This design comes from an exercise in tuning for small area, a short achievable clock period and few clock cycles on the open sky130 flow, not from production work. Function was checked by simulation only, so behaviour that the tests miss may differ from the original. Power and IR drop assume default switching activity.

Setup of violet:
==> flow/design.v (excerpt) <==
module wr_gen_top
(
  input  logic                      clk,
  input  logic                      reset_n,
  input  logic                      i_cfg_wr,
  input  wr_gen_cfg_pkg::cfg_addr_t  i_cfg_addr,
  input  wr_gen_cfg_pkg::cfg_data_t  i_cfg_data,
  input  logic                      i_start,
  input  wr_gen_data_pkg::addr_t     i_base_addr,
  input  wr_gen_data_pkg::pattern_t  i_start_pattern,
  input  logic                      i_wr_ready,
  output logic                      o_busy,
  output logic                      o_wr_valid,
  output wr_gen_data_pkg::addr_t     o_wr_addr,
  output wr_gen_data_pkg::line_t     o_wr_data,
  output wr_gen_cfg_pkg::byte_mask_t o_wr_strb
);
For scale: roughly 1,900 cells after synthesis, roughly 200 flip-flops, roughly 14,000 um^2 of cells after synthesis.
clock: 5.0 ns
lec_check: 0
cap_margin: 20
core_area: 5 5 260 260
die_area: 0 0 265 265
slew_margin: 20
standard.sh (not shown) runs the stock make flow with config.mk's settings and CLKGATE_MAP_FILE= SYNTH_SCRIPT=/design/flow/synth_recipe.tcl, a recipe that flattens the netlist after the stock synthesis.
==> flow/flow/run.sh <==
#!/bin/bash
# The standard layout, with the port buffers made from the smallest
# plain buffer instead of the cell buffer_ports picks by itself
set -euo pipefail
export BUFFER_PORTS_ARGS="-buffer_cell sky130_fd_sc_hd__buf_1"
bash standard.sh > standard_sh.log 2>&1
violet: PASS, flow complete, no timing, DRC or antenna violations
Testbench counts of violet, summed over its fixed seeds: cycles 15,876.
### violet -> tundra
Settings: changing DIE_AREA from 0 0 265 265 to 0 0 200 200; changing CORE_AREA from 5 5 260 260 to 5 5 195 195; setting SETUP_SLACK_MARGIN to 2.8 for the first time.
==> flow/run.sh (new file) <==
#!/bin/bash
# synth_recipe.tcl (not shown) runs the flow's synth.tcl, then flattens the netlist and writes it again
# the make line also repeats each setting of config.mk as NAME=value (left out here)
make -C /OpenROAD-flow-scripts/flow DESIGN_CONFIG=/design/flow/config.mk WORK_HOME=/design/flow/orfs CLKGATE_MAP_FILE= SYNTH_SCRIPT=/design/flow/synth_recipe.tcl finish
removed: flow/flow/run.sh
removed: flow/standard.sh
## What came out
- FAIL tundra @ I/O pin placement: tool exited with error
- From tundra to violet, synthesized-area fraction occupied by adder cells did not move at all.
- Measured against tundra, the width of the chip of violet comes out at 1.3 times the reference value.
- Per the comparison of tundra with violet, net count of the mapped netlist did not really move; count of unique library cells instantiated by Yosys did not really move; synthesized cell count did not really move; multiplexer share of the synthesized area did not really move.
- Diff violet -> tundra: starting utilization of the core area shows an increase of 17 points; row count dropped 26%; die boundary height moved down; area of the mapped netlist closely matched the old numbers.

## run A
wr_gen_top, a different RTL version from the one above (not shown whole).
For scale: ~200 flip-flops, about 750 I/O pins, about 14,000 um^2 of cells after synthesis.
clock: 5.0 ns
lec_check: 0
cap_margin: 20
core_area: 5 5 260 260
cts_cluster_diameter: 100
cts_cluster_size: 20
die_area: 0 0 265 265
setup_slack_margin: 2.6
slew_margin: 20
==> flow/flow/run.sh <==
#!/bin/bash
# The standard layout, with the port buffers made from the smallest
# plain buffer instead of the cell buffer_ports picks by itself
set -euo pipefail
export BUFFER_PORTS_ARGS="-buffer_cell sky130_fd_sc_hd__buf_1"
bash standard.sh > standard_sh.log 2>&1
Testbench counts of run A, summed over its fixed seeds: cycles 15,876.
### run A -> run B
Settings: SETUP_SLACK_MARGIN changed from 2.6 to 2.4.
==> comparison <==
- Clock distribution area overhead in the final layout of run A is on par with run B.
- Run B vs. run A: portion of total power attributed to combinational logic went down by 2.8 points.
- Between run B and run A, it is run B whose DRC marker count from the first detailed-route iteration is higher, by 7.3%.
- Both conditions hold for run B: the flow ran to the end and the final layout passed the timing, DRC and antenna checks.
> inputs changed (run B -> run C)
Settings: SETUP_SLACK_MARGIN now 2.3, was 2.4.
## What came out
The data-path buffer share of cell area in the final layout was comparable across run C and run B.
Relative to run B, clock buffer and inverter area fraction after layout has increased by 0.82 points in run C.
Going from run B to run C, number of detailed-route iterations in the first pass grows by 3.
Cmp run C vs run B: total power after layout higher in run C
Setup changes, run C to run D
Settings: swapping 2.3 for 2.75 in SETUP_SLACK_MARGIN.
Notes after the runs:
The lower pre-CTS setup slack of run D and run C is in run C.
Changes observed in run D relative to run C: worst setup slack went up 0.15 ns, area growth from synthesis to layout went up 84 points, utilization after layout went up 18 points, multi-input logic cell count held.
Average cell area after synthesis: run C vs run D identical
Run D vs run C: reported net switching power up in run D
Diff run C -> run D: wire length now larger; fraction of power spent switching nets now larger.
Input-level comparison between run E and run D:
Settings: a change of SETUP_SLACK_MARGIN from 2.75 to 2.5.
## What came out
Run E completed; timing, DRC and antenna clean
Overall power of the completed layout came out lower on run E than on run D.
Run E vs run D, end-of-flow core utilization went down by 17 points.
Relative to run D, the maximum number of pins on one net before global-route repair measured on run E has decreased by a few percent.
Final wirelength ends up higher on run D.

job 5187:
wr_gen_top, a different RTL version from the one above (not shown whole).
For scale: ~2,000 cells after synthesis, roughly 200 flip-flops, roughly 750 I/O pins, about 13,000 um^2 of cells after synthesis.
Settings: LEC_CHECK=0, CAP_MARGIN=20, CORE_AREA=5 5 260 260, CTS_CLUSTER_DIAMETER=100, CTS_CLUSTER_SIZE=20, DIE_AREA=0 0 265 265, SETUP_SLACK_MARGIN=2.2, SLEW_MARGIN=20; clock period 5.0 ns.
Scripts as last shown in full above: flow/flow/run.sh
Testbench counts of job 5187, summed over its fixed seeds: cycles 15,876.
Edits applied to the flow inputs when going from job 5187 to job 595:
- SETUP_SLACK_MARGIN now 2.4, was 2.2
### Flow results
Job 595 finished every step from synthesis to the final layout, and the layout passed the timing, DRC and antenna checks.
Diff job 5187 -> job 595 | cell area after layout | increase of 1.7%
| met1 wire length | job 5187 vs job 595 | ≈ equal |
Against job 5187, job 595 comes in 2.2 points higher on area added between synthesis and finish.
Taking job 5187 as the reference, in job 595 wire length went up by 1.1%; worst setup timing slack at the placement stage went down by 0.027 ns; detailed route wirelength on metal2 went up by 4.4%; worst setup slack went up by 0.077 ns.
### job 595 -> job 2573
- SETUP_SLACK_MARGIN: 2.4 -> 2.3
==> results.txt <==
Having completed the whole flow, job 2573 delivered a layout that passed the timing, DRC and antenna checks.
Compare job 2573 and job 595 | period utilization higher: job 2573
Job 2573 ends up with a clock share of power that is 3.0 points lower than in job 595.
Tightest slew margin relative to the limit delta for job 2573 relative to job 595: 10 points higher
Relative to job 595, power has decreased by 4.5% in job 2573.
The setup slack of job 2573 falls short of that of job 595 by 0.033 ns.
Job 2573 vs job 595: total via count in the routed design down slightly
Relative to job 595, design area decreased by 1.8% in job 2573.
Delta (job 2573 minus job 595): final-layout non-clock buffer area share shows no meaningful change; power density over cell area shows a reduction of about 2.8%; HPWL reported at the end of detailed placement climbed 0.95%.
Changes in job 1597 relative to job 2573:
- SETUP_SLACK_MARGIN: 2.3 -> 2.5
## What came out
- Job 1597 closes out successfully: all stages finished, all timing, DRC and antenna checks passed.
- For the maximum vdd drop, job 1597 came in 2.0% higher than job 2573 did.
- Diff job 2573 -> job 1597: wire length of the first global-routing pass climbed 0.51%; post-route minimum period went up 0.037 ns; share of the final layout cell area in sequential cells -0.35 points.

-- port drivers added, routing unchanged --
In the flow no input, the clock included, has a driving cell. The finished layouts below were timed again as built, in two steps.
Step 1, drivers: a clkbuf_16 drives clk and a buf_2 each remaining input, both assumed.
Step 2 also shifts input and output timing later by t, the mid clock arrival at the registers, as if the neighbouring blocks saw the same clock.
Three values: ideal ports, drivers, drivers and shift; two values: the first two.
| run | t (ns) | setup slack, ns | slew at the worst register clock pin (ns) |
|---|---|---|---|
| violet | 0.618 | 1.673 / 1.673 / 1.673 | 0.07 / 0.07 |
| run A | 0.574 | 2.332 / 2.332 / 2.022 | 0.09 / 0.09 |
| run B | 0.570 | 2.213 / 2.213 / 1.950 | 0.10 / 0.10 |
| run C | 0.581 | 2.204 / 2.204 / 1.978 | 0.09 / 0.09 |
| run D | 0.579 | 2.359 / 2.359 / 2.108 | 0.10 / 0.10 |
| run E | 0.574 | 2.304 / 2.304 / 2.118 | 0.10 / 0.10 |
| job 5187 | 0.559 | 2.255 / 2.200 / 1.918 | 0.10 / 0.10 |
| job 595 | 0.551 | 2.331 / 2.331 / 1.833 | 0.09 / 0.09 |
| job 2573 | 0.544 | 2.299 / 2.299 / 2.044 | 0.10 / 0.10 |
| job 1597 | 0.556 | 2.262 / 2.262 / 1.866 | 0.10 / 0.10 |
After both steps every run listed still meets setup and hold. The setup slack of job 595, which loses most, moves by 0.000 ns with the drivers and by -0.498 ns with both steps.
